This is an optimization exercise on Yosys and OpenROAD, whose aim is small area, not a production implementation. In this exercise RTL edits were held to simulation tests only and were not proved equivalent to the original. Power figures rest on the tool's default switching activity, not on a simulated workload.

<file path="config.mk">
export PLATFORM = sky130hd
export DESIGN_NAME = four_digit_calculator_core
export DESIGN_NICKNAME = four_digit_calculator_core
export VERILOG_FILES = /design/flow/design.v
export SDC_FILE = /design/flow/constraint.sdc
export NUM_CORES = 4
export LEC_CHECK = 0
export CAP_MARGIN = 20
export CORE_MARGIN = 2
export CORE_UTILIZATION = 40
export SLEW_MARGIN = 20
</file>
<file path="constraint.sdc">
create_clock -name core_clock -period 10.0 [get_ports {aclk}]
set_input_delay 2.0000 -clock core_clock [delete_from_list [all_inputs] [get_ports {aclk}]]
set_output_delay 2.0000 -clock core_clock [all_outputs]
set_load 0.01 [all_outputs]
</file>
<file path="design.v">
module four_digit_calculator_core #(
    parameter int DIGITS = 4
) (
    input  logic        aclk,
    input  logic        aresetn,
    input  logic        s_tvalid,
    output logic        s_tready,
    input  logic [7:0]  s_tdata,    
    input  logic [1:0]  s_tuser,    
    output logic        m_tvalid,
    input  logic        m_tready,
    output logic [31:0] m_tdata,    
    output logic [3:0]  m_tuser     
);
    localparam logic [3:0] I_A  = 4'b0000;   
    localparam logic [3:0] I_E  = 4'b0001;   
    localparam logic [3:0] I_N  = 4'b0010;   
    localparam logic [3:0] I_F  = 4'b0011;   
    localparam logic [3:0] MOD  = 4'b0100;   
    localparam logic [3:0] CPY  = 4'b0101;   
    localparam logic [3:0] DIVN = 4'b0110;   
    localparam logic [3:0] DIVP = 4'b0111;   
    localparam logic [3:0] SER  = 4'b1000;   
    localparam logic [3:0] NEG1 = 4'b1001;   
    localparam logic [3:0] NEG2 = 4'b1010;   
    localparam logic [3:0] CHK  = 4'b1011;   
    localparam logic [3:0] MUL  = 4'b1100;   
    localparam logic [1:0] K_DIGIT = 2'd0;
    localparam logic [1:0] K_OPER  = 2'd1;
    localparam logic [1:0] K_APPLY = 2'd2;
    localparam logic [1:0] K_CLEAR = 2'd3;
    localparam logic [1:0] OP_ADD = 2'd0;
    localparam logic [1:0] OP_MUL = 2'd1;
    localparam logic [1:0] OP_SUB = 2'd2;
    localparam logic [1:0] OP_DIV = 2'd3;
    logic [31:0] a_reg;
    logic [13:0] e_reg;
    logic [14:0] s_reg;
    logic [3:0]  ph;
    logic [4:0]  cnt;
    logic [1:0]  op_reg;
    logic        cy;
    logic        mv;
    logic        idle, mulm, divm, cpy, divq, serm, negm, xe;
    logic        x0, xmsb;
    logic [13:0] y;
    logic [14:0] op1, yv, sum;
    logic [15:0] cc;
    logic        co;
    logic [3:0]  dsat;
    logic        sa, sb, ssum;
    logic        ez, last, take;
    logic [3:0]  ph_next;
    logic        a_clr, a_r, a_l, a_h, a_top, a_bot;
    logic        e_clr, e_r, e_l, e_h, e_top;
    logic        s_init, s_keep;
    assign idle = (ph[3:2] == 2'b00);
    assign divm = (ph[3:2] == 2'b01);
    assign mulm = (ph[3:2] == 2'b11);
    assign cpy  = (ph == CPY);
    assign divq = divm && ph[1];
    assign serm = (ph[3:2] == 2'b10) && !(ph[1] && ph[0]);
    assign negm = serm && (ph[1] || ph[0]);
    assign xe   = (s_tuser == K_DIGIT);
    assign ez = (e_reg == 14'd0);
    always_comb begin
        if (cpy || (mulm && xe)) last = (cnt == 5'd13);
        else if (divm && xe)     last = (cnt == 5'd12);
        else                     last = (cnt == 5'd31);
    end
    assign x0   = xe ? e_reg[0] : a_reg[0];
    assign xmsb = xe ? e_reg[12] : a_reg[31];
    always_comb begin
        if ((mulm && !xe) || divq) y = e_reg;
        else if (mulm)             y = 14'd10;
        else                       y = 14'd10000;
    end
    assign op1 = divm ? {s_reg[13:0], xmsb} : {1'b0, s_reg[14:1]};
    assign yv  = divm ? ~{1'b0, y} : (x0 ? {1'b0, y} : 15'd0);
    assign cc[0] = divm;
    for (genvar i = 0; i < 15; i++) begin : g_add
        assign sum[i]  = op1[i] ^ yv[i] ^ cc[i];
        assign cc[i+1] = (op1[i] & yv[i]) | (op1[i] & cc[i]) | (yv[i] & cc[i]);
    end
    assign co = cc[15];
    assign dsat = (s_tdata[3] && (s_tdata[2] || s_tdata[1])) ? 4'd9 : s_tdata[3:0];
    assign sa   = a_reg[0] ^ negm;
    assign sb   = (ph == SER) && (e_reg[0] ^ op_reg[1]);
    assign ssum = sa ^ sb ^ cy;
    always_comb begin
        ph_next = ph;
        take    = 1'b0;
        unique case (ph)
            I_A, I_E, I_N, I_F: begin
                if (s_tvalid && !mv) begin
                    unique case (s_tuser)
                        K_DIGIT: ph_next = MUL;
                        K_OPER:  begin take = 1'b1; ph_next = I_N; end
                        K_APPLY: begin
                            unique case (op_reg)
                                OP_ADD, OP_SUB: ph_next = SER;
                                OP_MUL:         ph_next = MUL;
                                default: begin
                                    if (ez) begin take = 1'b1; ph_next = I_F; end
                                    else if (a_reg[31]) ph_next = NEG1;
                                    else ph_next = DIVP;
                                end
                            endcase
                        end
                        default: begin take = 1'b1; ph_next = I_A; end
                    endcase
                end
            end
            MUL:  if (last) ph_next = xe ? MOD : CHK;
            MOD:  if (last) ph_next = CPY;
            CPY:  if (last) begin take = 1'b1; ph_next = xe ? I_E : I_A; end
            NEG1: if (last) ph_next = DIVN;
            DIVN: if (last) ph_next = NEG2;
            CHK: begin
                if (a_reg[31]) begin take = 1'b1; ph_next = I_A; end
                else ph_next = MOD;
            end
            default: if (last) ph_next = CHK;    
        endcase
    end
    assign s_tready = take;
    always_ff @(posedge aclk) begin
        if (!aresetn) begin
            ph     <= I_A;
            mv     <= 1'b0;
            op_reg <= OP_ADD;
        end else begin
            ph <= ph_next;
            if (take) mv <= 1'b1;
            else if (m_tready) mv <= 1'b0;
            if (take && (s_tuser == K_OPER))  op_reg <= op_reg + 2'd1;
            if (take && (s_tuser == K_CLEAR)) op_reg <= OP_ADD;
        end
    end
    assign s_init = !(mulm || divm);
    assign s_keep = divm && (cpy || !co);
    always_ff @(posedge aclk) begin
        if (idle || last || (ph == CHK)) cnt <= 5'd0;
        else cnt <= cnt + 5'd1;
        if (serm) cy <= (sa & sb) | (sa & cy) | (sb & cy);
        else      cy <= (op_reg != OP_ADD);
        if (s_init) s_reg <= xe ? {10'd0, dsat, 1'b0} : 15'd0;
        else if (s_keep) s_reg <= op1;
        else s_reg <= sum;
    end
    assign a_clr = !aresetn || (take && (s_tuser == K_CLEAR));
    assign a_r   = !a_clr && ((mulm && !xe) || serm);
    assign a_l   = !a_clr && divm && !xe;
    assign a_h   = !a_clr && !a_r && !a_l;
    assign a_top = mulm ? sum[0] : ssum;
    assign a_bot = cpy ? s_reg[13] : (divq && co);
    always_ff @(posedge aclk) begin
        if (a_clr) a_reg <= 32'd0;
        else if ((mulm && !xe) || serm) a_reg <= {a_top, a_reg[31:1]};
        else if (divm && !xe) a_reg <= {a_reg[30:0], a_bot};
    end
    assign e_clr = !aresetn || (take && ((s_tuser == K_CLEAR) || (s_tuser == K_APPLY)));
    assign e_r   = !e_clr && ((mulm && xe) || (ph == SER));
    assign e_l   = !e_clr && divm && xe;
    assign e_h   = !e_clr && !e_r && !e_l;
    assign e_top = mulm && sum[0];
    always_ff @(posedge aclk) begin
        if (e_clr) e_reg <= 14'd0;
        else if ((mulm && xe) || (ph == SER)) e_reg <= {e_top, e_reg[13:1]};
        else if (divm && xe) e_reg <= {e_reg[12:0], s_reg[13]};
    end
    assign m_tvalid = mv;
    for (genvar i = 0; i < 32; i++) begin : g_out
        if (i < 14) begin : g_lo
            assign m_tdata[i] = ((ph == I_E) && e_reg[i])
                              | (((ph == I_A) || (ph == I_F)) && a_reg[i]);
        end else begin : g_hi
            assign m_tdata[i] = ((ph == I_A) || (ph == I_F)) && a_reg[i];
        end
    end
    assign m_tuser = {ph == I_F, ph == I_N, op_reg};
endmodule
</file>
<file path="flow/run.sh">
#!/bin/bash
# Standard layout, but the port buffers are the smallest buffer cell.
export BUFFER_PORTS_ARGS="-buffer_cell sky130_fd_sc_hd__buf_1"
cp standard.sh standard_sh_copy.txt
bash standard.sh > standard.log 2>&1
</file>
<file path="standard.sh">
#!/bin/bash
# synth_recipe.tcl (not shown) runs the flow's synth.tcl, then flattens the netlist and writes it again
# the make line also repeats each setting of config.mk as NAME=value (left out here)
make -C /OpenROAD-flow-scripts/flow DESIGN_CONFIG=/design/flow/config.mk WORK_HOME=/design/flow/orfs CLKGATE_MAP_FILE= SYNTH_SCRIPT=/design/flow/synth_recipe.tcl "${@:-finish}"
</file>
==> notes.md, run 1 <==
- For this design the static power due to leakage is 0.001924 uW.
- Using the TritonRoute via totals, the vias-per-cell ratio works out to ~5.8.
- The cell occurring most often along the worst timing path is fa_1.
- The number of diodes added for antenna fixing is 0.
- The total half-perimeter wirelength after legalization and detailed placement is 8.119 mm.
- The floorplan die height is 110.7 um.
- The top-level port count is 52.
- The die outline area is about 12000 sq um.
- The clock tree skew after final layout is 0.01010 ns.
- For this block, the via count after detailed routing is roughly 4300.
- The hold buffer count at CTS is 0.
- At the worst endpoint, the required time is ~10 ns.
- The final cycle utilization of the critical path is between 80% and 90%.
- Counting distinct cell types in the post-synthesis netlist gives between 50 and 60.
- Among all stages on the critical path, the largest delay is contributed by fa_1.
- The flow ran to the end and the layout has no timing, DRC or antenna violations.
- Routability-driven placement finished with a final weighted congestion of around 0.85.
- Setup repair after global routing left no endpoint under its margin.
- The placeable core region is 10980 sq um.
- For this run, the post-layout net count is roughly 640.
- The most crowded layer after global routing is met2.
- The routed design has around 12 mm of wire.
- The peak ir drop on the vdd network is 0.0001479 V.
- The global-route met2 utilization is a little under a third.
- TritonCTS built the clock tree.
- The worst slew slack as a fraction of its limit is between 30 and 40%.
- Measured along the x axis, the die boundary spans 110.7 um.
- The count of endpoints failing hold in the final timing report is 0.
- STA classifies the critical path endpoint as a flip-flop.
- In this run the number of H-tree levels came out at 3.
- After floorplanning, the core was divided into 38 placement rows.
- The number of storage elements in the synthesis netlist is 74.
- The tree is rooted in a clkbuf_16.
- The first routing iteration left 381 violations.
- The min-delay analysis places its worst path in the category reg -> reg.
- The number of clock buffers added by TritonCTS is 9.
- After clock tree synthesis, the clock-pin slew on the worst setup and hold paths is approximately 0.060 ns.
- The number of filler cells placed in the layout is approximately 1100.
- The nature of the critical path startpoint is an input port.
- The actual transition at the worst max-transition pin is between 1 and 1.5 ns.
- The design draws 1403 uW.
- The number of global-route vias before repair is roughly 4100.
- Along the worst path, the maximum fanout reaches 18.
- In the synthesized netlist, the number of instances is between 500 and 600.
- The max-slew violation count is 0.
- The cell family contributing the most delay on the critical path is adder cells.
- Based on the critical path, the design can be clocked at up to between 100 and 150 MHz.
- Counting flops with an async set or reset pin after synthesis yields a share of 0%.
- The most used flip-flop cell after synthesis is dfxtp_1.
- The clock latency at the later pin of the worst-skew pair is approximately 0.34 ns.
- The number of detailed-route iterations in the first pass is 5.
- The worst stage delay on the critical path is 0.39 ns.
- Averaged over all synthesized cells, the footprint is about 7.8 sq um.
- For this run, the number of Yosys warnings is 1.
- The path type of the worst setup path is in -> reg.
- The post-layout minimum cycle time is 8.959 ns.
- The setup total negative slack is 0 ns.
- The count of nets left with antenna violations once routing finished came out at 0.
- In this run the tool buffered the top-level ports with between 40 and 50 buffer cells.
- The met1 global-route usage is ~28%.
- Counting both buffers and inverters, the worst setup path holds a total of 12.
- Global routing used around a fifth of the available tracks across all layers.
- Yosys mapped a number of flops with a built-in enable equal to 0.
- The register with the most flip-flops in the layout has 32 of them.
- The global-route wire length before repair is a little over 20 mm.
- The number of gates resized after CTS was 0.
- The register area share after synthesis is between 30% and 40%.
- Power spread over the standard cell area amounts to 274.1 nW/um^2.
- Across the run, the number of max-cap violations was 0.
- Cells with a size suffix above 1 make up between 5 and 6% of the layout.
- The routed wire length per instance is around 16 um.
- For this run, design rule violations remaining after detail routing come to 0.
- The initial cell density of the core is 41.48%.
- The setup violation total in the final timing report is 0.
- The number of sinks driven by the clock tree is 74.
- The post-CTS setup buffer count is 0.
- Relative to the synthesized area, the layout overhead comes to 12.39%.
- Summed over all layers, the global routing overflow is 0.
- The worst-case clock buffer depth is 2.
- The largest net degree at the start of global routing is 49.
- The routing usage on met3 is approximately 4.7%.
- The number of antenna violations at the first check in global routing came to 0.
- The arrival time at the worst endpoint is a little over 9 ns.
- The combined area of all synthesized cells is about 4600 sq um.
[cells in the final DEF (no fill, tap or decap), types with 8 or more instances in the layout]
cell type | synthesis | final
fa_1 | 15 | 15
a21oi_1 | 50 | 50
inv_1 | 25 | 25
mux2i_1 | 15 | 15
and2_1 | 19 | 19
a22oi_1 | 32 | 32
a311oi_1 | 14 | 14
dfxtp_1 | 74 | 74
buf_1 | 3 | 47
buf_4 | 0 | 8
o21ai_0 | 15 | 15
nand2_1 | 118 | 118
a22o_1 | 14 | 14
clkbuf_16 | 0 | 9
nor2_1 | 43 | 41
a21boi_0 | 10 | 10
[worst register-to-register path, delay by kind of cell (launching register included)]
family / cells / cell delay [ns]
AND/OR/NAND/NOR: 6 / 1.20
buffers and inverters: 13 / 1.71
AO/OA/AOI/OAI: 1 / 0.38
multiplexers: 1 / 0.15
flip-flops: 1 / 0.31
adder cells (fa/ha/maj): 14 / 3.95
[final timing paths]
path                            startpoint        to  slack (ns)  cells past startpoint
worst max-delay path            s_tuser[0]  s_reg[3]        1.04                     35
worst min-delay path              s_reg[1]  s_reg[2]        0.47                      2
worst max register to register       ph[2]  s_reg[3]        2.22                     35
worst min register to register    s_reg[1]  s_reg[2]        0.47                      2
[metrics by stage]
stage	instances	setup slack (ns)	util (%)	hold WS (ns)	area, sq um
after CTS	751	1.134	46.62	0.4688	5120
final	751	1.041	46.62	0.4672	5120
after floorplan	585	1.439	-	0.4307	4556
after detailed placement	735	0.7657	43.71	0.4597	4801
after global routing	751	0.5544	46.62	0.4930	5120
after global placement	735	0.9328	43.67	0.4578	4796
[report_power, final]
part	leakage (uW)	internal [uW]	switching [uW]	total (uW)
registers	0.000599	346	90.6	436
logic	0.00117	187	427	615
clock network	0.000153	219	133	352
[layer usage]
metal,share of wire [%],vias to the layer above
li1,-,2105
met1,48,2073
met2,46,126
met3,4.7,19
met4,1.5,0
met5,0,-
[cells in the mapped netlist, types with 4 or more instances]
| master | instances | area (sq um) |
|---|---|---|
| o21ai_0 | 15 | 75.07 |
| clkbuf_1 | 34 | 127.6 |
| inv_1 | 25 | 93.84 |
| nand2b_1 | 7 | 43.79 |
| nand3_1 | 7 | 35.03 |
| a21oi_1 | 50 | 250.2 |
| nand4_1 | 4 | 25.02 |
| a22o_1 | 14 | 122.6 |
| a311oi_1 | 14 | 122.6 |
| buf_2 | 7 | 35.03 |
| a31oi_1 | 5 | 31.28 |
| nor2_1 | 43 | 161.4 |
| o211a_1 | 6 | 60.06 |
| dfxtp_1 | 74 | 1481 |
| nand2_1 | 118 | 442.9 |
| ha_1 | 4 | 50.05 |
| and2_1 | 19 | 118.9 |
| a21boi_0 | 10 | 75.07 |
| fa_1 | 15 | 300.3 |
| mux2i_1 | 15 | 150.1 |
| nor3_1 | 6 | 30.03 |
| a22oi_1 | 32 | 240.2 |
[final cells by class]
cell class / count / area (sq um) / area share [%]
inverter: 25 / 93.84 / 1.833
multi-input combinational: 441 / 2814 / 54.96
timing repair buffer: 55 / 236.5 / 4.619
clock inverter: 6 / 90.09 / 1.760
sequential: 74 / 1481 / 28.93
tap: 140 / 175.2 / 3.421
clock buffer: 10 / 229.0 / 4.472
[kinds of logic after synthesis]
kind of cell    Yosys count  synth area share, %
fa+ha+maj                19                7.690
simple gates            228                22.63
compound gates          174                26.78
xor+xnor                  5               0.9614
flops                    74                32.52
mux                      15                3.296
buf+inv                  70                6.125
==> inputs of run 2 (changes only) <==
==> run.sh (new file) <==
#!/bin/bash
# synth_recipe.tcl (not shown) runs the flow's synth.tcl, then flattens the netlist and writes it again
# the make line also repeats each setting of config.mk as NAME=value (left out here)
make -C /OpenROAD-flow-scripts/flow DESIGN_CONFIG=/design/flow/config.mk WORK_HOME=/design/flow/orfs CLKGATE_MAP_FILE= SYNTH_SCRIPT=/design/flow/synth_recipe.tcl finish
--- a/config.mk
+++ b/config.mk
@@ -6,6 +6,8 @@
 export NUM_CORES = 4
 export LEC_CHECK = 0
+export ABC_AREA = 1
 export CAP_MARGIN = 20
 export CORE_MARGIN = 2
 export CORE_UTILIZATION = 40
+export CTS_BUF_LIST = sky130_fd_sc_hd__clkbuf_8
 export SLEW_MARGIN = 20
removed: flow/run.sh
removed: standard.sh
==> run 2 against run 1 <==
  * Synthesized cell count up 11%
  * Total power down 28%
  * Final cell count up 9.9%
  * Maximum frequency up 1.7%
  * Global-route usage up 0.39 points
  * Still clean
  * Count of clock-buffer cells in the layout down 1
  * Clock skew up 0.0022 ns
==> notes.md, run 2 <==
- Synth top cells by count: 118 x nor2_1, 93 x inv_1, 88 x nand2_1 (was 118 x nand2_1, 74 x dfxtp_1, 50 x a21oi_1).
- The peak ir drop on the vdd network is 0.0001035 V (was 0.0001479 V).
- The count of max-cap constraint violations was 0 (unchanged).
- The static leakage power is 0.001999 uW (was 0.001924 uW).
- The hold buffer count at CTS is 0 (unchanged).
- The final cycle utilization of the critical path is 88.07% (was 89.59%).
- The routed wire length per instance was 14.19 um (was 16.17 um).
- The total clock buffers created by CTS is 9 (unchanged).
- The root buffer selected by CTS is clkbuf_8 (was clkbuf_16).
- The largest net degree at the start of global routing is 35 (was 49).
- The post-detailed-routing wire length is 11.71 mm (was 12.15 mm).
- The count of endpoints failing hold in the final timing report is 0 (unchanged).
- Top library cells by usage in the layout, fill and taps aside: 117 x nor2_1, 94 x inv_1, 88 x nand2_1, 74 x dfxtp_1, 64 x a21oi_1 (was 118 x nand2_1, 74 x dfxtp_1, 50 x a21oi_1, 47 x buf_1, 41 x nor2_1).
- The total number of vias is 4349 (was 4323).
- The remaining antenna violation count is 0 (unchanged).
- The placement-stage cell area is 4961 sq um (was 4801 sq um).
- The quantity of gates resized following cts is 0 (unchanged).
- The area fraction of the dominant cell type after synthesis is 33.44% (was 32.52%).
- The worst slew slack as a fraction of its limit is 37.23% (was 30.08%).
- The critical hold path startpoint is cnt[0] (was s_reg[1]).
- The final net count is 713 (was 639).
- The post-synthesis async set-or-reset flop share came to 0% (unchanged).
- The reg-to-reg startpoint is ph[2] (unchanged).
- The ratio of cells with drive above 1 in the final layout is 5.547% (was 5.728%).
- The maximum fanout along the worst path is 12 (was 18).
- The path type of the worst setup path is in -> reg (unchanged).
- The maximum achievable frequency is 113.5 MHz (was 111.6 MHz).
- The cell area after layout is 5179 sq um (was 5120 sq um).
- The placeable core region is 10840 sq um (was 10980 sq um).
- The clock tree skew after final layout is 0.01232 ns (was 0.01010 ns).
- The global-route total usage across every layer is 20.46% (was 20.06%).
- The arrival time at the worst endpoint was 9.09 ns (was 9.19 ns).
- The internal power contribution was 580.2 uW (was 752.5 uW).
- The most used flip-flop cell after synthesis is dfxtp_1 (unchanged).
- The placer's final routability congestion estimate is 0.8354 (was 0.8494).
- The setup total negative slack was 0 ns (unchanged).
- The startpoint of the most critical setup path is s_tuser[1] (was s_tuser[0]).
- The routing usage on met3 is 4.423% (was 4.702%).
- The growth of design area from synthesis to finish came to 16.89% (was 12.39%).
- The number of diodes added for antenna fixing is 0 (unchanged).
- The actual transition at the worst max-transition pin is 0.9392 ns (was 1.049 ns).
- The proportion of power drawn by the clock network came to 25.7% (was 25.1%).
- The clock latency at the later pin of the worst-skew pair came to 0.36 ns (was 0.34 ns).
- The leading area contributor after synthesis is dfxtp_1 (unchanged).
- The cell count after placement is 809 (was 735).
- The commonest non-fill, non-tap cell in the layout is nor2_1 (was nand2_1).
- The slowest cell on the critical path is clkdlybuf4s50_1 (was fa_1).
- The total power per unit cell area is 195.7 nW/um^2 (was 274.1 nW/um^2).
- The final hold slack is 0.4675 ns (was 0.4672 ns).
- The most crowded layer after global routing is met2 (unchanged).
- The die outline area is 11930 sq um (was 12260 sq um).
- The average size of a mapped cell came to 6.848 sq um (was 7.787 sq um).
- The number of global-route vias before repair is 4076 (was 4123).
- The count of synthesis-stage warnings from yosys is 1 (unchanged).
- Setup repair after global routing missed its margin: false (unchanged).
- The max-slew violation count was 0 (unchanged).
- The register area share after synthesis is 33.44% (was 32.52%).
- The total half-perimeter wirelength after legalization and detailed placement was 8.411 mm (was 8.119 mm).
- The final cell count without fillers is 825 (was 751).
- The clock-pin transition on the worst setup and hold timing paths was 0.08 ns (was 0.06 ns).
- The detailed-route vias per instance came to 5.272 (was 5.756).
- The remaining global-route overflow is 0 (unchanged).
- The number of storage elements in the synthesis netlist is 74 (unchanged).
- The number of enable-type register cells in the synthesized netlist is 0 (unchanged).
- The type of the tightest min-delay check was reg -> reg (unchanged).
- The number of filler cells placed in the layout is 1112 (was 1084).
- The worst-case clock buffer depth was 2 (unchanged).
- The number of sinks driven by the clock tree came to 74 (unchanged).
- The required time of the critical path is 10.29 ns (was 10.23 ns).
- The number of DRC violations after detailed routing is 0 (unchanged).
- The pre-CTS setup slack is 0.8919 ns (was 0.7657 ns).
- Status: no timing/DRC/antenna violations (unchanged).
- The global-route wire length before repair is 19.15 mm (was 20.53 mm).
- The worst setup slack after layout was 1.193 ns (was 1.041 ns).
- The number of flip-flops in the largest register is 32 (unchanged).
- The post-layout minimum cycle time was 8.807 ns (was 8.959 ns).
- The number of detailed-route iterations in the first pass is 5 (unchanged).
- The switching part of the total is 42.77% (was 46.37%).
- The met1 global-route usage came to 25.74% (was 28.00%).
- The portion of total power attributed to combinational logic is 39.1% (was 43.8%).
- The horizontal die dimension is 109.2 um (was 110.7 um).
- The gate count after technology mapping was 647 (was 585).
- The combined area of all synthesized cells came to 4430 sq um (was 4556 sq um).
- The floorplan die height was 109.2 um (was 110.7 um).
- The number of H-tree levels is 3 (unchanged).
- Top post-synthesis cells by area: dfxtp_1 33%, nor2_1 10%, inv_1 7.9%, o22ai_1 7.8%, nand2_1 7.5% (was dfxtp_1 33%, nand2_1 9.7%, fa_1 6.6%, a21oi_1 5.5%, a22oi_1 5.3%).
- The number of antenna violations at the first check in global routing is 0 (unchanged).
- The global-route met2 utilization is 34.34% (was 30.80%).
- The net switching power is 433.5 uW (was 650.7 uW).
- The CTS tree is built (unchanged).
- The nature of the critical path startpoint was an input port (unchanged).
- The setup violation total in the final timing report is 0 (unchanged).
- The initial cell density of the core was 40.87% (was 41.48%).
- The worst stage delay on the critical path is 0.53 ns (was 0.39 ns).
- The post-CTS setup buffer count is 0 (unchanged).
- The number of design-rule violations left by the first detailed-router iteration is 253 (was 381).
- The top-level port count came to 52 (unchanged).
- The count of buffers inserted at the top-level ports is 47 (unchanged).
- The number of placement rows is 38 (unchanged).
- The cell with the most instances after synthesis is nor2_1 (was nand2_1).
- The capturing element type of the critical path is a flip-flop (unchanged).
- The number of library cell types mapped by synthesis is 35 (was 55).
- The sequential share of power is 35.2% (was 31.1%).
==> run 2: worst paths after layout <==
kind                            depth (start not counted)       end  slack [ns]
worst max-delay path                                   40  s_reg[6]        1.19
worst min-delay path                                    1    cnt[0]        0.47
worst max register to register                         40  s_reg[6]        2.22
worst min register to register                          1    cnt[0]        0.47
==> run 2: through the flow <==
stage	utilization [%]	power, uW
after floorplan	-	667.2
after detailed placement	45.76	755.3
after global placement	45.67	745.5
after CTS	47.77	1020
after global routing	47.77	1086
final	47.77	1014
==> run 2: final cells by class <==
type	instances	area, sq um	area share [%]
clock buffer	9	123.9	2.392
clock inverter	7	93.84	1.812
inverter	99	374.1	7.224
multi-input combinational	446	2437	47.06
sequential	74	1481	28.61
tap	140	175.2	3.382
timing repair buffer	50	493.0	9.519
==> run 2: kinds of logic (layout without fill, tap and decap cells) <==
group / Yosys count / count (layout) / synth area share (%)
buffers and inverters: 127 / 165 / 11.83
adders and majority gates: 19 / 19 / 7.907
xor gates and xnor gates: 4 / 4 / 0.7909
and+or+nand+nor: 248 / 248 / 22.96
DFF: 74 / 74 / 33.44
AOI/OAI and AO/OA: 169 / 169 / 21.72
muxes: 6 / 6 / 1.356
==> run 2: power by group through the flow <==
stage / registers (uW) / clock network (uW) / logic [uW]
global route: 363 / 280 / 444
detailed placement: 364 / 0 / 392
floorplan: 350 / 0 / 317
finish: 357 / 261 / 396
CTS: 357 / 268 / 395
global placement: 363 / 0 / 382
==> run 2: worst max-delay path, delay by kind of cell <==
family	cells	cell delay (ns)
AOI/OAI and AO/OA	3	0.36
buffers and inverters	15	1.73
and+or+nand+nor	8	1.04
adders and majority gates	14	3.95
==> run 2: per-layer routing <==
| metal | vias up | wire [um] | share of wire [%] |
|---|---|---|---|
| li1 | 2197 | - | - |
| met1 | 2031 | 5492 | 47 |
| met2 | 106 | 5556 | 47 |
| met3 | 15 | 447 | 3.8 |
| met4 | 0 | 213 | 1.8 |
| met5 | - | 0 | 0 |
==> inputs of run 3 (changes only) <==
==> flow/run.sh (new file) <==
#!/bin/bash
# The standard layout (standard.sh), with three changes to how it is made:
#  - the port buffers are the smallest buffer cell (every port still gets one);
#  - the buffers the synthesis's ABC step put in are taken out at floorplan, so
#    that repair adds only the buffers the layout needs;
#  - the clock tree uses mid-size clock buffers and no dummy loads.
export BUFFER_PORTS_ARGS="-buffer_cell sky130_fd_sc_hd__buf_1"
export REMOVE_ABC_BUFFERS=1
export CTS_ARGS="-sink_clustering_enable -repair_clock_nets -dont_use_dummy_load -buf_list sky130_fd_sc_hd__clkbuf_16 -root_buf sky130_fd_sc_hd__clkbuf_16 -sink_clustering_size 80 -sink_clustering_max_diameter 400"
bash standard.sh > standard.log 2>&1
==> standard.sh (new file) <==
#!/bin/bash
# synth_recipe.tcl (not shown) runs the flow's synth.tcl, then flattens the netlist and writes it again
# the make line also repeats each setting of config.mk as NAME=value (left out here)
make -C /OpenROAD-flow-scripts/flow DESIGN_CONFIG=/design/flow/config.mk WORK_HOME=/design/flow/orfs CLKGATE_MAP_FILE= SYNTH_SCRIPT=/design/flow/synth_recipe.tcl "${@:-finish}"
--- a/config.mk
+++ b/config.mk
@@ -10,4 +10,3 @@
 export CORE_MARGIN = 2
 export CORE_UTILIZATION = 40
-export CTS_BUF_LIST = sky130_fd_sc_hd__clkbuf_8
 export SLEW_MARGIN = 20
removed: run.sh
==> run 3 against run 2 <==
  * Still clean
  * Sequential power about the same
  * First-iteration DRC count rose by 40%
  * Final area fell by 5.6%
  * Register-to-register slack worse by 0.41 ns
  * Critical endpoint unchanged
  * Highest routed layer unchanged
==> notes.md, run 3 <==
- Status: no timing/DRC/antenna violations (unchanged).
- The overall power came to 1020 uW (was 1014 uW).
- The total half-perimeter wirelength after legalization and detailed placement is 8.428 mm (was 8.411 mm).
- The total power per unit cell area is 208.7 nW/um^2 (was 195.7 nW/um^2).
- The actual transition at the worst max-transition pin is 0.9715 ns (was 0.9392 ns).
- The ratio of cells with drive above 1 in the final layout is 4.860% (was 5.547%).
- The total number of vias is 4262 (was 4349).
- Top library cells by usage in the layout, fill and taps aside: 117 x nor2_1, 93 x inv_1, 88 x nand2_1, 74 x dfxtp_1, 64 x a21oi_1 (was 117 x nor2_1, 94 x inv_1, 88 x nand2_1, 74 x dfxtp_1, 64 x a21oi_1).
- The number of DRC violations after detailed routing is 0 (unchanged).
- The number of detailed-route iterations in the first pass came to 4 (was 5).
- The required time of the critical path is 10.26 ns (was 10.29 ns).
- The die outline area was 11930 sq um (unchanged).
- The final cell count without fillers was 819 (was 825).
- The capturing element type of the critical path is a flip-flop (unchanged).
- The horizontal die dimension is 109.2 um (unchanged).
- The growth of design area from synthesis to finish was 10.36% (was 16.89%).
- The post-synthesis async set-or-reset flop share is 0% (unchanged).
- The count of synthesis-stage warnings from yosys is 1 (unchanged).
- The worst slew slack as a fraction of its limit is 35.08% (was 37.23%).
- The area of combinational cells with multiple inputs is 2427 sq um (was 2437 sq um).
- The final cycle utilization of the critical path is 88.34% (was 88.07%).
- The most used flip-flop cell after synthesis is dfxtp_1 (unchanged).
- The quantity of gates resized following cts is 0 (unchanged).
- The placer's final routability congestion estimate came to 0.9284 (was 0.8354).
- The clock-pin transition on the worst setup and hold timing paths is 0.05 ns (was 0.08 ns).
- The area fraction of the dominant cell type after synthesis came to 33.44% (unchanged).
- The total clock buffers created by CTS was 9 (unchanged).
- The number of global-route vias before repair is 4043 (was 4076).
- The placement-stage cell area is 4664 sq um (was 4961 sq um).
- The leading area contributor after synthesis is dfxtp_1 (unchanged).
- The final net count is 714 (was 713).
- The type of the tightest min-delay check was reg -> reg (unchanged).
- The cell count after placement is 810 (was 809).
- Setup repair after global routing missed its margin: false (unchanged).
- The number of sinks driven by the clock tree came to 74 (unchanged).
- The remaining global-route overflow is 0 (unchanged).
- The clock tree skew after final layout is 0.01439 ns (was 0.01232 ns).
- The top-level port count came to 52 (unchanged).
- The slowest cell on the critical path is fa_1 (was clkdlybuf4s50_1).
- The worst-case clock buffer depth is 2 (unchanged).
- The largest net degree at the start of global routing is 35 (unchanged).
- Top post-synthesis cells by area: dfxtp_1 33%, nor2_1 10%, inv_1 7.9%, o22ai_1 7.8%, nand2_1 7.5% (unchanged).
- The count of buffers inserted at the top-level ports is 47 (unchanged).
- The initial cell density of the core is 40.87% (unchanged).
- The number of antenna violations at the first check in global routing is 0 (unchanged).
- The post-detailed-routing wire length was 11.49 mm (was 11.71 mm).
- The floorplan die height is 109.2 um (unchanged).
- The number of diodes added for antenna fixing is 0 (unchanged).
- Synth top cells by count: 118 x nor2_1, 93 x inv_1, 88 x nand2_1 (unchanged).
- The post-layout minimum cycle time is 8.834 ns (was 8.807 ns).
- The average size of a mapped cell is 6.848 sq um (unchanged).
- The CTS tree was built (unchanged).
- The hold buffer count at CTS is 0 (unchanged).
- The detailed-route vias per instance is 5.204 (was 5.272).
- The cell with the most instances after synthesis is nor2_1 (unchanged).
- The number of filler cells placed in the layout is 1181 (was 1112).
- The global-route wire length before repair is 18.95 mm (was 19.15 mm).
- The remaining antenna violation count was 0 (unchanged).
- The setup violation total in the final timing report is 0 (unchanged).
- The register area share after synthesis is 33.44% (unchanged).
- The nature of the critical path startpoint is an input port (unchanged).
- The number of library cell types mapped by synthesis is 35 (unchanged).
- The number of placement rows is 38 (unchanged).
- The count of endpoints failing hold in the final timing report is 0 (unchanged).
- The max-slew violation count is 0 (unchanged).
- The maximum fanout along the worst path is 17 (was 12).
- The register cell area after layout is 1481 sq um (unchanged).
- The root buffer selected by CTS was clkbuf_16 (was clkbuf_8).
- The worst stage delay on the critical path is 0.39 ns (was 0.53 ns).
- The commonest non-fill, non-tap cell in the layout is nor2_1 (unchanged).
- The maximum achievable frequency came to 113.2 MHz (was 113.5 MHz).
- The number of flip-flops in the largest register is 32 (unchanged).
- The clock latency at the later pin of the worst-skew pair is 0.34 ns (was 0.36 ns).
- The global-route total usage across every layer is 20.26% (was 20.46%).
- The critical path buffer and inverter count is 16 (was 15).
- The path type of the worst setup path is in -> reg (unchanged).
- The post-CTS setup buffer count was 0 (unchanged).
- The static leakage power came to 0.001890 uW (was 0.001999 uW).
- The family with the most delay on the worst path is adder cells (unchanged).
- The gate count after technology mapping was 647 (unchanged).
- The number of enable-type register cells in the synthesized netlist is 0 (unchanged).
- The number of H-tree levels is 3 (unchanged).
- The number of design-rule violations left by the first detailed-router iteration is 354 (was 253).
- The placeable core region came to 10840 sq um (unchanged).
- The peak ir drop on the vdd network is 0.0001466 V (was 0.0001035 V).
- The arrival time at the worst endpoint was 9.10 ns (was 9.09 ns).
- The count of max-cap constraint violations was 0 (unchanged).
- The cell area after layout is 4890 sq um (was 5179 sq um).
- The combined area of all synthesized cells is 4430 sq um (unchanged).
- The routed wire length per instance came to 14.03 um (was 14.19 um).
- The setup total negative slack is 0 ns (unchanged).
- The number of storage elements in the synthesis netlist is 74 (unchanged).
-- run 3: changes by cell type in the layout (fill, tap and decap cells not counted), sizes merged --
cell / change
buf: +48
bufinv: -2
clkdlybuf4s50: -47
clkinv: -2
clkinvlp: -1
inv: -2
-- run 3: final cells by class --
| type | instances | share of cell area, % |
|---|---|---|
| clock buffer | 9 | 4.606 |
| inverter | 99 | 7.651 |
| multi-input combinational | 446 | 49.64 |
| sequential | 74 | 30.30 |
| tap | 140 | 3.582 |
| timing repair buffer | 51 | 4.222 |
-- run 3: final timing paths --
check,start,slack [ns],cells past startpoint,to
max,s_tuser[1],1.17,41,s_reg[6]
min,s_reg[7],0.47,2,s_reg[8]
max reg2reg,ph[2],1.81,41,s_reg[6]
min reg2reg,s_reg[7],0.47,2,s_reg[8]
-- run 3: cells by family (layout without fill, tap and decap cells) --
logic type               after synthesis  in the layout  synth area share [%]
multiplexers                           6              6                 1.356
AND/OR/NAND/NOR                      248            248                 22.96
AO/OA/AOI/OAI                        169            169                 21.72
buffers and inverters                127            159                 11.83
flip-flops                            74             74                 33.44
XOR/XNOR                               4              4                0.7909
adder cells (fa/ha/maj)               19             19                 7.907
-- run 3: stage by stage --
step           util [%]  hold slack [ns]  setup slack [ns]
3_3_place_gp      43.03           0.4503             1.023
2_1_floorplan         -           0.4297             1.885
5_1_grt           45.11           0.4893            0.6349
3_5_place_dp      43.03           0.4652            0.8697
6_report          45.11           0.4699             1.166
4_1_cts           45.11           0.4744             1.204
-- run 3: worst min-delay path: stages (launching register included) --
cell     delay [ns]
dfxtp_1        0.31
inv_1          0.07
a21oi_1        0.05
-- run 3: power breakdown --
| part | switching [uW] | total [uW] | leakage (uW) | internal [uW] |
|---|---|---|---|---|
| logic | 281 | 390 | 0.00118 | 109 |
| clock network | 114 | 272 | 0.000111 | 158 |
| registers | 32.0 | 358 | 0.000599 | 326 |
| total | 427 | 1020 | 0.00189 | 593 |
-- run 3: routing by layer --
metal	GRT usage, %	vias up	share of wire [%]
met5	0	-	0
li1	-	2192	-
met1	25.42	1970	46
met3	5.977	17	4.8
met4	6.420	0	1.7
met2	33.45	83	48
==> inputs of run 4 (changes only) <==
--- a/flow/run.sh
+++ b/flow/run.sh
@@ -7,4 +7,4 @@
 export BUFFER_PORTS_ARGS="-buffer_cell sky130_fd_sc_hd__buf_1"
 export REMOVE_ABC_BUFFERS=1
-export CTS_ARGS="-sink_clustering_enable -repair_clock_nets -dont_use_dummy_load -buf_list sky130_fd_sc_hd__clkbuf_16 -root_buf sky130_fd_sc_hd__clkbuf_16 -sink_clustering_size 80 -sink_clustering_max_diameter 400"
+export CTS_ARGS="-sink_clustering_enable -repair_clock_nets -dont_use_dummy_load -buf_list sky130_fd_sc_hd__clkbuf_4 -root_buf sky130_fd_sc_hd__clkbuf_8 -sink_clustering_size 12"
 bash standard.sh > standard.log 2>&1
==> run 4 against run 3 <==
  * Final cell count unchanged
  * Total power decreased by 8.3%
  * Largest power group unchanged
  * Sequential share of layout area increased by 0.64 points
  * Highest routed layer unchanged
  * Still clean on timing, DRC and antenna
  * Critical path depth unchanged
  * Count of clock-buffer cells in the layout unchanged
==> notes.md, run 4 <==
- The capturing element type of the critical path is a flip-flop (unchanged).
- The register area share after synthesis was 33.44% (unchanged).
- The average size of a mapped cell is 6.848 sq um (unchanged).
- The most used flip-flop cell after synthesis is dfxtp_1 (unchanged).
- The final net count was 714 (unchanged).
- The required time of the critical path is 10.29 ns (was 10.26 ns).
- The top-level port count is 52 (unchanged).
- The routed wire length per instance was 14.06 um (was 14.03 um).
- The ratio of cells with drive above 1 in the final layout is 4.860% (unchanged).
- Setup repair after global routing missed its margin: false (unchanged).
- The static leakage power is 0.001844 uW (was 0.001890 uW).
- Synth top cells by count: 118 x nor2_1, 93 x inv_1, 88 x nand2_1 (unchanged).
- The floorplan die height is 109.2 um (unchanged).
- The count of cells along the worst register-to-register path is 41 (unchanged).
- The count of max-cap constraint violations was 0 (unchanged).
- The worst-case clock buffer depth is 2 (unchanged).
- The number of DRC violations after detailed routing came to 0 (unchanged).
- The total number of vias is 4253 (was 4262).
- The hold buffer count at CTS is 0 (unchanged).
- The remaining global-route overflow is 0 (unchanged).
- The commonest non-fill, non-tap cell in the layout is nor2_1 (unchanged).
- The final cycle utilization of the critical path came to 88.07% (was 88.34%).
- The CTS tree is built (unchanged).
- The post-layout minimum cycle time is 8.807 ns (was 8.834 ns).
- The initial cell density of the core is 40.87% (unchanged).
- The clock tree skew after final layout is 0.02309 ns (was 0.01439 ns).
- The count of synthesis-stage warnings from yosys came to 1 (unchanged).
- The number of design-rule violations left by the first detailed-router iteration is 263 (was 354).
- The maximum fanout along the worst path came to 17 (unchanged).
- The area fraction of the dominant cell type after synthesis was 33.44% (unchanged).
- The number of diodes added for antenna fixing is 0 (unchanged).
- The post-detailed-routing wire length is 11.51 mm (was 11.49 mm).
- The gate count after technology mapping is 647 (unchanged).
- The arrival time at the worst endpoint was 9.10 ns (about the same).
- The number of global-route vias before repair is 4035 (was 4043).
- The setup violation total in the final timing report is 0 (unchanged).
- The type of the tightest min-delay check is reg -> reg (unchanged).
- The growth of design area from synthesis to finish was 8.077% (was 10.36%).
- The count of buffers inserted at the top-level ports is 47 (unchanged).
- The max-slew violation count is 0 (unchanged).
- The die outline area is 11930 sq um (unchanged).
- The global-route wire length before repair was 18.84 mm (was 18.95 mm).
- The number of enable-type register cells in the synthesized netlist was 0 (unchanged).
- The number of flip-flops in the largest register is 32 (unchanged).
- The total power per unit cell area was 195.3 nW/um^2 (was 208.7 nW/um^2).
- The register cell area after layout is 1481 sq um (unchanged).
- The total clock buffers created by CTS is 9 (unchanged).
- The overall power is 935.3 uW (was 1020 uW).
- The number of storage elements in the synthesis netlist is 74 (unchanged).
- Top post-synthesis cells by area: dfxtp_1 33%, nor2_1 10%, inv_1 7.9%, o22ai_1 7.8%, nand2_1 7.5% (unchanged).
- The setup total negative slack is 0 ns (unchanged).
- The global-route total usage across every layer is 20.24% (was 20.26%).
- The horizontal die dimension is 109.2 um (unchanged).
- The cell with the most instances after synthesis was nor2_1 (unchanged).
- The actual transition at the worst max-transition pin is 0.9610 ns (was 0.9715 ns).
- The worst stage delay on the critical path is 0.39 ns (about the same).
- The number of H-tree levels is 3 (unchanged).
- The quantity of gates resized following cts is 0 (unchanged).
- The total half-perimeter wirelength after legalization and detailed placement is 8.428 mm (unchanged).
- The area of combinational cells with multiple inputs is 2427 sq um (unchanged).
- The worst slew slack as a fraction of its limit came to 35.78% (was 35.08%).
- The combined area of all synthesized cells is 4430 sq um (unchanged).
- The number of sinks driven by the clock tree is 74 (unchanged).
- The number of placement rows is 38 (unchanged).
- The maximum achievable frequency is 113.5 MHz (was 113.2 MHz).
- The path type of the worst setup path is in -> reg (unchanged).
- The remaining antenna violation count is 0 (unchanged).
- The post-CTS setup buffer count is 0 (unchanged).
- The slowest cell on the critical path is fa_1 (unchanged).
- The number of filler cells placed in the layout was 1191 (was 1181).
- The number of library cell types mapped by synthesis is 35 (unchanged).
- The placeable core region is 10840 sq um (unchanged).
- The largest net degree at the start of global routing is 35 (unchanged).
- The count of endpoints failing hold in the final timing report is 0 (unchanged).
- Top library cells by usage in the layout, fill and taps aside: 117 x nor2_1, 93 x inv_1, 88 x nand2_1, 74 x dfxtp_1, 64 x a21oi_1 (unchanged).
- Status: no timing/DRC/antenna violations (unchanged).
- The clock latency at the later pin of the worst-skew pair was 0.38 ns (was 0.34 ns).
- The root buffer selected by CTS was clkbuf_8 (was clkbuf_16).
- The detailed-route vias per instance was 5.193 (was 5.204).
- The nature of the critical path startpoint is an input port (unchanged).
- The number of detailed-route iterations in the first pass is 5 (was 4).
- The post-synthesis async set-or-reset flop share came to 0% (unchanged).
- The peak ir drop on the vdd network was 0.0001228 V (was 0.0001466 V).
- The number of antenna violations at the first check in global routing is 0 (unchanged).
- The placer's final routability congestion estimate came to 0.9284 (unchanged).
- The leading area contributor after synthesis is dfxtp_1 (unchanged).
- The clock-pin transition on the worst setup and hold timing paths is 0.07 ns (was 0.05 ns).
- The hold-critical path depth is 2 (unchanged).
## run 4: path summary, 6_finish.rpt
kind,startpoint,end,slack (ns)
worst max register to register,ph[2],s_reg[6],1.81
worst min-delay path,s_reg[7],s_reg[8],0.47
worst min register to register,s_reg[7],s_reg[8],0.47
worst max-delay path,s_tuser[1],s_reg[6],1.19
## run 4: per-stage QoR
step           hold slack [ns]  std cells  cell area [sq um]  worst slack [ns]  util (%)
6_report                0.4714        819               4788             1.193     44.17
5_1_grt                 0.4934        819               4788            0.6675     44.17
4_1_cts                 0.4708        819               4788             1.242     44.17
3_5_place_dp            0.4652        810               4664            0.8697     43.03
3_3_place_gp            0.4503        810               4664             1.023     43.03
2_1_floorplan           0.4297        619               4280             1.885         -
## run 4: report_power, final
group          switching, uW  total, uW  leakage (uW)  internal [uW]
clock                    106        187     0.0000647           80.3
combinational            282        391       0.00118            109
sequential              32.2        358      0.000599            326
## run 4: per-layer routing
layer	up-vias	global-route usage (%)	part of all wire (%)
met5	-	0	0
met4	0	6.962	1.5
met1	1946	25.31	46
met3	10	6.216	4.7
li1	2192	-	-
met2	105	33.05	48
## run 4: cells by family (layout without fill, tap and decap cells)
kind of cell / after synthesis / after routing / share of synthesized area, %
multiplexers: 6 / 6 / 1.356
flip-flops: 74 / 74 / 33.44
buffers and inverters: 127 / 159 / 11.83
AO/OA/AOI/OAI: 169 / 169 / 21.72
adder cells (fa/ha/maj): 19 / 19 / 7.907
XOR/XNOR: 4 / 4 / 0.7909
AND/OR/NAND/NOR: 248 / 248 / 22.96
## run 4: final cells by class
class	count	area share, %
clock buffers	9	2.587
inverters	99	7.813
multi-input cells	446	50.69
flip-flops and latches	74	30.94
well taps	140	3.658
repair buffers	51	4.311
## run 4: critical path: cells and delay by family
family | cells | cell delay (ns)
buffers and inverters | 16 | 1.71
adder cells (fa/ha/maj) | 14 | 3.94
AND/OR/NAND/NOR | 8 | 1.09
AO/OA/AOI/OAI | 3 | 0.35
==> inputs of run 5 (changes only) <==
--- a/flow/run.sh
+++ b/flow/run.sh
@@ -7,4 +7,4 @@
 export BUFFER_PORTS_ARGS="-buffer_cell sky130_fd_sc_hd__buf_1"
 export REMOVE_ABC_BUFFERS=1
-export CTS_ARGS="-sink_clustering_enable -repair_clock_nets -dont_use_dummy_load -buf_list sky130_fd_sc_hd__clkbuf_4 -root_buf sky130_fd_sc_hd__clkbuf_8 -sink_clustering_size 12"
+export CTS_ARGS="-sink_clustering_enable -repair_clock_nets -dont_use_dummy_load -buf_list sky130_fd_sc_hd__clkbuf_8 -root_buf sky130_fd_sc_hd__clkbuf_8 -sink_clustering_size 25"
 bash standard.sh > standard.log 2>&1
--- a/config.mk
+++ b/config.mk
@@ -9,4 +9,4 @@
 export CAP_MARGIN = 20
 export CORE_MARGIN = 2
-export CORE_UTILIZATION = 40
+export CORE_UTILIZATION = 75
 export SLEW_MARGIN = 20
==> run 5 against run 4 <==
  * Utilization grew 40 points
  * Synthesized area unchanged
  * Total power is 0.28% lower
  * Largest cell class unchanged
  * Combinational power about the same
  * Still clean
==> notes.md, run 5 <==
- The ratio of cells with drive above 1 in the final layout came to 4.579% (was 4.860%).
- The placer's final routability congestion estimate was 0.9534 (was 0.9284).
- The final cell count without fillers is 749 (was 819).
- The actual transition at the worst max-transition pin is 0.9590 ns (was 0.9610 ns).
- The register area share after synthesis was 33.44% (unchanged).
- Synth top cells by count: 118 x nor2_1, 93 x inv_1, 88 x nand2_1 (unchanged).
- Top library cells by usage in the layout, fill and taps aside: 117 x nor2_1, 93 x inv_1, 88 x nand2_1, 74 x dfxtp_1, 64 x a21oi_1 (unchanged).
- The top-level port count is 52 (unchanged).
- The number of library cell types mapped by synthesis came to 35 (unchanged).
- The max-slew violation count was 0 (unchanged).
- The global-route total usage across every layer is 36.11% (was 20.24%).
- The combined area of all synthesized cells was 4430 sq um (unchanged).
- The area fraction of the dominant cell type after synthesis is 33.44% (unchanged).
- The hold buffer count at CTS was 0 (unchanged).
- The setup violation total in the final timing report is 0 (unchanged).
- The maximum achievable frequency is 112.3 MHz (was 113.5 MHz).
- The detailed-route vias per instance is 6.093 (was 5.193).
- The root buffer selected by CTS is clkbuf_8 (unchanged).
- The nature of the critical path startpoint is an input port (unchanged).
- The leading area contributor after synthesis was dfxtp_1 (unchanged).
- The initial cell density of the core is 79.00% (was 40.87%).
- The clock-pin transition on the worst setup and hold timing paths is 0.07 ns (about the same).
- The net switching power is 418.9 uW (was 420.0 uW).
- The number of antenna violations at the first check in global routing is 0 (unchanged).
- The number of DRC violations after detailed routing is 0 (unchanged).
- The slowest cell on the critical path is fa_1 (unchanged).
- The CTS tree is built (unchanged).
- Status: no timing/DRC/antenna violations (unchanged).
- The cell with the most instances after synthesis is nor2_1 (unchanged).
- The peak ir drop on the vdd network is 0.0001659 V (was 0.0001228 V).
- The most used flip-flop cell after synthesis is dfxtp_1 (unchanged).
- The maximum fanout along the worst path is 17 (unchanged).
- The critical hold path startpoint is cnt[0] (was s_reg[7]).
- The number of H-tree levels came to 3 (unchanged).
- The setup slack of the most critical reg-to-reg path is 1.67 ns (was 1.81 ns).
- The cell count after placement is 740 (was 810).
- The count of cells along the worst register-to-register path is 40 (was 41).
- The switching part of the total is 44.91% (about the same).
- The average size of a mapped cell is 6.848 sq um (unchanged).
- The largest net degree at the start of global routing is 35 (unchanged).
- The final cycle utilization of the critical path is 89.03% (was 88.07%).
- The total number of vias is 4564 (was 4253).
- The total half-perimeter wirelength after legalization and detailed placement is 7.828 mm (was 8.428 mm).
- The endpoint of the worst-slack reg-to-reg timing path is s_reg[1] (was s_reg[6]).
- The placement-stage cell area is 4564 sq um (was 4664 sq um).
- The gate count after technology mapping is 647 (unchanged).
- The placeable core region is 5608 sq um (was 10840 sq um).
- The quantity of gates resized following cts is 0 (unchanged).
- The setup total negative slack is 0 ns (unchanged).
- The post-synthesis async set-or-reset flop share is 0% (unchanged).
- The worst slew slack as a fraction of its limit is 35.91% (was 35.78%).
- The reg-to-reg startpoint is ph[2] (unchanged).
- The count of buffers inserted at the top-level ports is 47 (unchanged).
- The static leakage power was 0.001838 uW (was 0.001844 uW).
- The number of detailed-route iterations in the first pass is 6 (was 5).
- Setup repair after global routing missed its margin: false (unchanged).
- The sequential share of power is 38.5% (was 38.3%).
- The highest layer used for signal routing is met4 (unchanged).
- The arrival time at the worst endpoint came to 9.08 ns (was 9.10 ns).
- The global-route wire length before repair came to 18.43 mm (was 18.84 mm).
- The growth of design area from synthesis to finish is 6.044% (was 8.077%).
- The total power per unit cell area is 198.5 nW/um^2 (was 195.3 nW/um^2).
- The number of sinks driven by the clock tree is 74 (unchanged).
- The met3 layer wire length in the routed design was 911 um (was 539 um).
- The post-detailed-routing wire length is 11.13 mm (was 11.51 mm).
- The count of synthesis-stage warnings from yosys is 1 (unchanged).
- The clock latency at the later pin of the worst-skew pair came to 0.36 ns (was 0.38 ns).
- The proportion of power drawn by the clock network was 19.3% (was 19.9%).
- The die outline area is 6538 sq um (was 11930 sq um).
- The routed wire length on met2 came to 5.408 mm (was 5.482 mm).
- The horizontal die dimension came to 80.86 um (was 109.2 um).
- The number of enable-type register cells in the synthesized netlist was 0 (unchanged).
- The number of diodes added for antenna fixing is 0 (unchanged).
- The share of the core filled with cells is 83.78% (was 44.17%).
- The cell area after layout is 4698 sq um (was 4788 sq um).
- The post-CTS setup buffer count was 0 (unchanged).
- The number of global-route vias before repair is 4170 (was 4035).
- The worst-case clock buffer depth is 2 (unchanged).
- The required time of the critical path is 10.18 ns (was 10.29 ns).
- The sum of routed wire segments on met1 came to 4.471 mm (was 5.313 mm).
- The endpoint of the worst hold-timing path is cnt[0] (was s_reg[8]).
- The startpoint of the most critical setup path was s_tuser[1] (unchanged).
- The worst stage delay on the critical path came to 0.40 ns (was 0.39 ns).
- The total clock buffers created by CTS is 9 (unchanged).
- The number of placement rows is 27 (was 38).
- The path type of the worst setup path is in -> reg (unchanged).
- Top post-synthesis cells by area: dfxtp_1 33%, nor2_1 10%, inv_1 7.9%, o22ai_1 7.8%, nand2_1 7.5% (unchanged).
- The capturing element type of the critical path was a flip-flop (unchanged).
- The number of storage elements in the synthesis netlist is 74 (unchanged).
- The internal power contribution is 513.8 uW (was 515.3 uW).
- The count of endpoints failing hold in the final timing report came to 0 (unchanged).
- The count of max-cap constraint violations came to 0 (unchanged).
- The number of design-rule violations left by the first detailed-router iteration is 490 (was 263).
- The floorplan die height was 80.86 um (was 109.2 um).
- The post-layout minimum cycle time is 8.903 ns (was 8.807 ns).
- The remaining antenna violation count is 0 (unchanged).
- The remaining global-route overflow is 0 (unchanged).
- The number of flip-flops in the largest register is 32 (unchanged).
- The routed wire length per instance came to 14.85 um (was 14.06 um).
- The hold-critical path depth is 1 (was 2).
- The portion of total power attributed to combinational logic is 42.1% (was 41.8%).
- The clock tree skew after final layout is 0.02213 ns (was 0.02309 ns).
- The commonest non-fill, non-tap cell in the layout is nor2_1 (unchanged).
- The final net count is 712 (was 714).
- The type of the tightest min-delay check is reg -> reg (unchanged).
[run 5: area by class of cell]
cell class                 count  area (sq um)
clock buffer                   9         123.9
fill                         402         909.6
inverter                      99         374.1
multi-input combinational    446          2437
sequential                    74          1481
tap                           72         90.09
timing repair buffer          49         191.4
[run 5: worst max-delay path by stage]
stage	slack (ns)	to
5_1_grt	0.70	s_reg[6]
3_5_place_dp	0.95	s_reg[6]
2_1_floorplan	1.88	s_reg[6]
4_1_cts	1.24	s_reg[6]
6_report	1.10	s_reg[1]
3_3_place_gp	1.13	s_reg[8]
[run 5: stage by stage]
stage               total power (uW)  setup WS, ns  hold slack [ns]
floorplan                      639.8         1.885           0.4297
global placement               722.9         1.133           0.4490
detailed placement             740.4        0.9535           0.4573
CTS                            918.0         1.243           0.4797
global route                   991.2        0.7026           0.5185
finish                         932.7         1.097           0.4874
[run 5: power groups by stage]
stage,combinational (uW),clock (uW),sequential [uW]
after floorplan,286,0,354
after global placement,361,0,362
after detailed placement,377,0,364
after CTS,383,177,358
after global routing,437,191,363
final,393,180,359
[run 5: routing by layer]
| metal | global-route usage (%) | vias to the layer above |
|---|---|---|
| met1 | 43.01 | 2072 |
| li1 | - | 2185 |
| met4 | 14.41 | 0 |
| met5 | 0 | - |
| met3 | 9.111 | 41 |
| met2 | 62.31 | 266 |
[run 5: worst max-delay path, delay by kind of cell]
| family | cells | cell delay [ns] |
|---|---|---|
| AOI/OAI and AO/OA | 2 | 0.40 |
| adders and majority gates | 14 | 3.97 |
| buffers and inverters | 16 | 1.86 |
| and+or+nand+nor | 7 | 0.86 |
[run 5: cell families after synthesis]
group	Yosys count	synth area share (%)
xor gates and xnor gates	4	0.7909
buffers and inverters	127	11.83
AOI/OAI and AO/OA	169	21.72
and+or+nand+nor	248	22.96
adders and majority gates	19	7.907
DFF	74	33.44
muxes	6	1.356
==> inputs of run 6 (changes only) <==
--- a/config.mk
+++ b/config.mk
@@ -9,4 +9,4 @@
 export CAP_MARGIN = 20
 export CORE_MARGIN = 2
-export CORE_UTILIZATION = 75
+export CORE_UTILIZATION = 40
 export SLEW_MARGIN = 20
==> run 6 against run 5 <==
  * Critical path depth rose by 2
  * Sequential cell count did not move
  * First-iteration DRC count fell by 46%
  * Still clean
  * Utilization fell by 40 points
  * Final area rose by 1.9%
  * Maximum frequency rose by 1.1%
  * Final cell count rose by 9.3%
  * Sequential share of layout area fell by 0.59 points
==> notes.md, run 6 <==
- The leading area contributor after synthesis is dfxtp_1 (unchanged).
- The clock latency at the later pin of the worst-skew pair came to 0.38 ns (was 0.36 ns).
- The final cell count without fillers is 819 (was 749).
- The largest net degree at the start of global routing is 35 (unchanged).
- The actual transition at the worst max-transition pin is 0.9610 ns (was 0.9590 ns).
- The number of antenna violations at the first check in global routing is 0 (unchanged).
- The post-layout minimum cycle time is 8.807 ns (was 8.903 ns).
- The most used flip-flop cell after synthesis is dfxtp_1 (unchanged).
- The initial cell density of the core is 40.87% (was 79.00%).
- The count of endpoints failing hold in the final timing report was 0 (unchanged).
- The number of filler cells placed in the layout came to 1191 (was 402).
- The final cycle utilization of the critical path is 88.07% (was 89.03%).
- The global-route wire length before repair came to 18.84 mm (was 18.43 mm).
- The average size of a mapped cell is 6.848 sq um (unchanged).
- The remaining antenna violation count is 0 (unchanged).
- The floorplan die height is 109.2 um (was 80.86 um).
- Top library cells by usage in the layout, fill and taps aside: 117 x nor2_1, 93 x inv_1, 88 x nand2_1, 74 x dfxtp_1, 64 x a21oi_1 (unchanged).
- The number of H-tree levels is 3 (unchanged).
- The hold buffer count at CTS is 0 (unchanged).
- The arrival time at the worst endpoint is 9.10 ns (was 9.08 ns).
- The worst stage delay on the critical path is 0.39 ns (was 0.40 ns).
- The clock-pin transition on the worst setup and hold timing paths is 0.07 ns (about the same).
- The placeable core region came to 10840 sq um (was 5608 sq um).
- Status: no timing/DRC/antenna violations (unchanged).
- The number of design-rule violations left by the first detailed-router iteration is 263 (was 490).
- The type of the tightest min-delay check is reg -> reg (unchanged).
- The growth of design area from synthesis to finish is 8.077% (was 6.044%).
- The hold-critical path depth is 2 (was 1).
- The total half-perimeter wirelength after legalization and detailed placement is 8.428 mm (was 7.828 mm).
- The number of sinks driven by the clock tree was 74 (unchanged).
- The root buffer selected by CTS was clkbuf_8 (unchanged).
- The nature of the critical path startpoint is an input port (unchanged).
- The routed wire length per instance is 14.06 um (was 14.85 um).
- The final net count was 714 (was 712).
- The gate count after technology mapping is 647 (unchanged).
- The register area share after synthesis is 33.44% (unchanged).
- The remaining global-route overflow is 0 (unchanged).
- The post-CTS setup buffer count is 0 (unchanged).
- The top-level port count is 52 (unchanged).
- The worst slew slack as a fraction of its limit was 35.78% (was 35.91%).
- The slowest cell on the critical path is fa_1 (unchanged).
- The placer's final routability congestion estimate was 0.9284 (was 0.9534).
- The number of global-route vias before repair is 4035 (was 4170).
- The worst-case clock buffer depth came to 2 (unchanged).
- The global-route total usage across every layer is 20.24% (was 36.11%).
- The die outline area came to 11930 sq um (was 6538 sq um).
- The pre-CTS setup slack is 0.8697 ns (was 0.9535 ns).
- The count of synthesis-stage warnings from yosys is 1 (unchanged).
- The worst setup slack after layout was 1.193 ns (was 1.097 ns).
- The post-detailed-routing wire length is 11.51 mm (was 11.13 mm).
- The number of diodes added for antenna fixing was 0 (unchanged).
- The cell count after placement is 810 (was 740).
- The area fraction of the dominant cell type after synthesis came to 33.44% (unchanged).
- The number of storage elements in the synthesis netlist is 74 (unchanged).
- The count of buffers inserted at the top-level ports is 47 (unchanged).
- The CTS tree is built (unchanged).
- The number of library cell types mapped by synthesis is 35 (unchanged).
- The total power per unit cell area was 195.3 nW/um^2 (was 198.5 nW/um^2).
- The setup total negative slack is 0 ns (unchanged).
- Top post-synthesis cells by area: dfxtp_1 33%, nor2_1 10%, inv_1 7.9%, o22ai_1 7.8%, nand2_1 7.5% (unchanged).
- The commonest non-fill, non-tap cell in the layout is nor2_1 (unchanged).
- Synth top cells by count: 118 x nor2_1, 93 x inv_1, 88 x nand2_1 (unchanged).
- The peak ir drop on the vdd network is 0.0001228 V (was 0.0001659 V).
- The cell with the most instances after synthesis is nor2_1 (unchanged).
- The number of enable-type register cells in the synthesized netlist is 0 (unchanged).
- The count of max-cap constraint violations is 0 (unchanged).
- The maximum fanout along the worst path is 17 (unchanged).
- The setup violation total in the final timing report is 0 (unchanged).
- The number of placement rows is 38 (was 27).
- The capturing element type of the critical path is a flip-flop (unchanged).
- The final hold slack is 0.4714 ns (was 0.4874 ns).
- The horizontal die dimension is 109.2 um (was 80.86 um).
- The combined area of all synthesized cells came to 4430 sq um (unchanged).
- The count of cells along the worst register-to-register path is 41 (was 40).
- The clock tree skew after final layout came to 0.02309 ns (was 0.02213 ns).
- The area of combinational cells with multiple inputs is 2427 sq um (was 2437 sq um).
- The number of flip-flops in the largest register was 32 (unchanged).
- The required time of the critical path is 10.29 ns (was 10.18 ns).
- The static leakage power is 0.001844 uW (was 0.001838 uW).
- The total clock buffers created by CTS is 9 (unchanged).
- The number of DRC violations after detailed routing was 0 (unchanged).
- Setup repair after global routing missed its margin: false (unchanged).
- The total number of vias was 4253 (was 4564).
- The path type of the worst setup path was in -> reg (unchanged).
- The ratio of cells with drive above 1 in the final layout is 4.860% (was 4.579%).
- The post-synthesis async set-or-reset flop share is 0% (unchanged).
- The maximum achievable frequency is 113.5 MHz (was 112.3 MHz).
- The register cell area after layout came to 1481 sq um (unchanged).
- The number of detailed-route iterations in the first pass is 5 (was 6).
- The quantity of gates resized following cts was 0 (unchanged).
- The max-slew violation count is 0 (unchanged).
- The detailed-route vias per instance came to 5.193 (was 6.093).
-- run 6: cell types whose count changed in the layout (fill, tap and decap cells not counted), sizes merged --
cell / previous run / this run
buf: 49 / 51
-- run 6: path summary, 6_finish.rpt --
| path | end | start | slack [ns] |
|---|---|---|---|
| hold reg to reg | s_reg[8] | s_reg[7] | 0.47 |
| hold / removal | s_reg[8] | s_reg[7] | 0.47 |
| setup reg to reg | s_reg[6] | ph[2] | 1.81 |
| setup / recovery | s_reg[6] | s_tuser[1] | 1.19 |
-- run 6: kinds of logic (layout without fill, tap and decap cells) --
logic type | count (synthesis) | after routing | synth area share, %
buf+inv | 127 | 159 | 11.83
simple gates | 248 | 248 | 22.96
xor+xnor | 4 | 4 | 0.7909
flops | 74 | 74 | 33.44
mux | 6 | 6 | 1.356
compound gates | 169 | 169 | 21.72
fa+ha+maj | 19 | 19 | 7.907
-- run 6: report_power, final --
| group | internal (uW) | switching, uW |
|---|---|---|
| clock | 80.3 | 106 |
| combinational | 109 | 282 |
| sequential | 326 | 32.2 |
| total | 515 | 420 |
-- run 6: cell type report --
cell class                      instances  area share, %
Sequential cell                        74          30.94
Tap cell                              140          3.658
Multi-Input combinational cell        446          50.69
Timing Repair Buffer                   51          4.311
Inverter                               99          7.813
Clock buffer                            9          2.587
-- run 6: critical path, delay by kind of cell --
kind	cells	cell delay [ns]
and+or+nand+nor	8	1.09
buffers and inverters	16	1.71
AOI/OAI and AO/OA	3	0.35
adders and majority gates	14	3.94
-- run 6: per-stage QoR --
stage	total power [uW]	utilization, %	instance area (sq um)
after global placement	745.8	43.03	4664
after floorplan	639.8	-	4280
after CTS	941.5	44.17	4788
after global routing	1008	44.17	4788
final	935.3	44.17	4788
after detailed placement	754.1	43.03	4664
-- run 6: metal layers --
metal	vias to the layer above	wire length (um)	track usage, %
li1	2192	-	-
met2	105	5482	33.05
met4	0	177	6.962
met1	1946	5313	25.31
met5	-	0	0
met3	10	539	6.216

[afterwards: timing with drivers on the ports]
In the flow no input, the clock included, has a driving cell. The finished layouts below were timed again as built, in two steps.
Step 1 (the two cells are an assumption about what drives the block):
set clk [get_ports {aclk}]
set_driving_cell -lib_cell sky130_fd_sc_hd__clkbuf_16 $clk
set_driving_cell -lib_cell sky130_fd_sc_hd__buf_2 [delete_from_list [all_inputs] $clk]
Step 2 times the ports against the registers' clock, not the clock port: input delays grow and output delays shrink by t, the midpoint of the rising clock arrivals with the driver on.
Three values: no drivers, after step 1, after step 2; two values: the first two.
run	t, ns	setup WS [ns]	worst register clock-pin slew, ns
run 1	0.377	1.041 / 1.059 / 0.682	0.07 / 0.07
run 2	0.390	1.193 / 1.203 / 0.813	0.09 / 0.09
run 3	0.372	1.166 / 1.182 / 0.810	0.06 / 0.06
run 4	0.399	1.193 / 1.207 / 0.808	0.08 / 0.08
run 5	0.376	1.097 / 1.105 / 0.729	0.08 / 0.08
run 6	0.399	1.193 / 1.207 / 0.808	0.08 / 0.08
After both steps setup and hold are still met in every run listed.
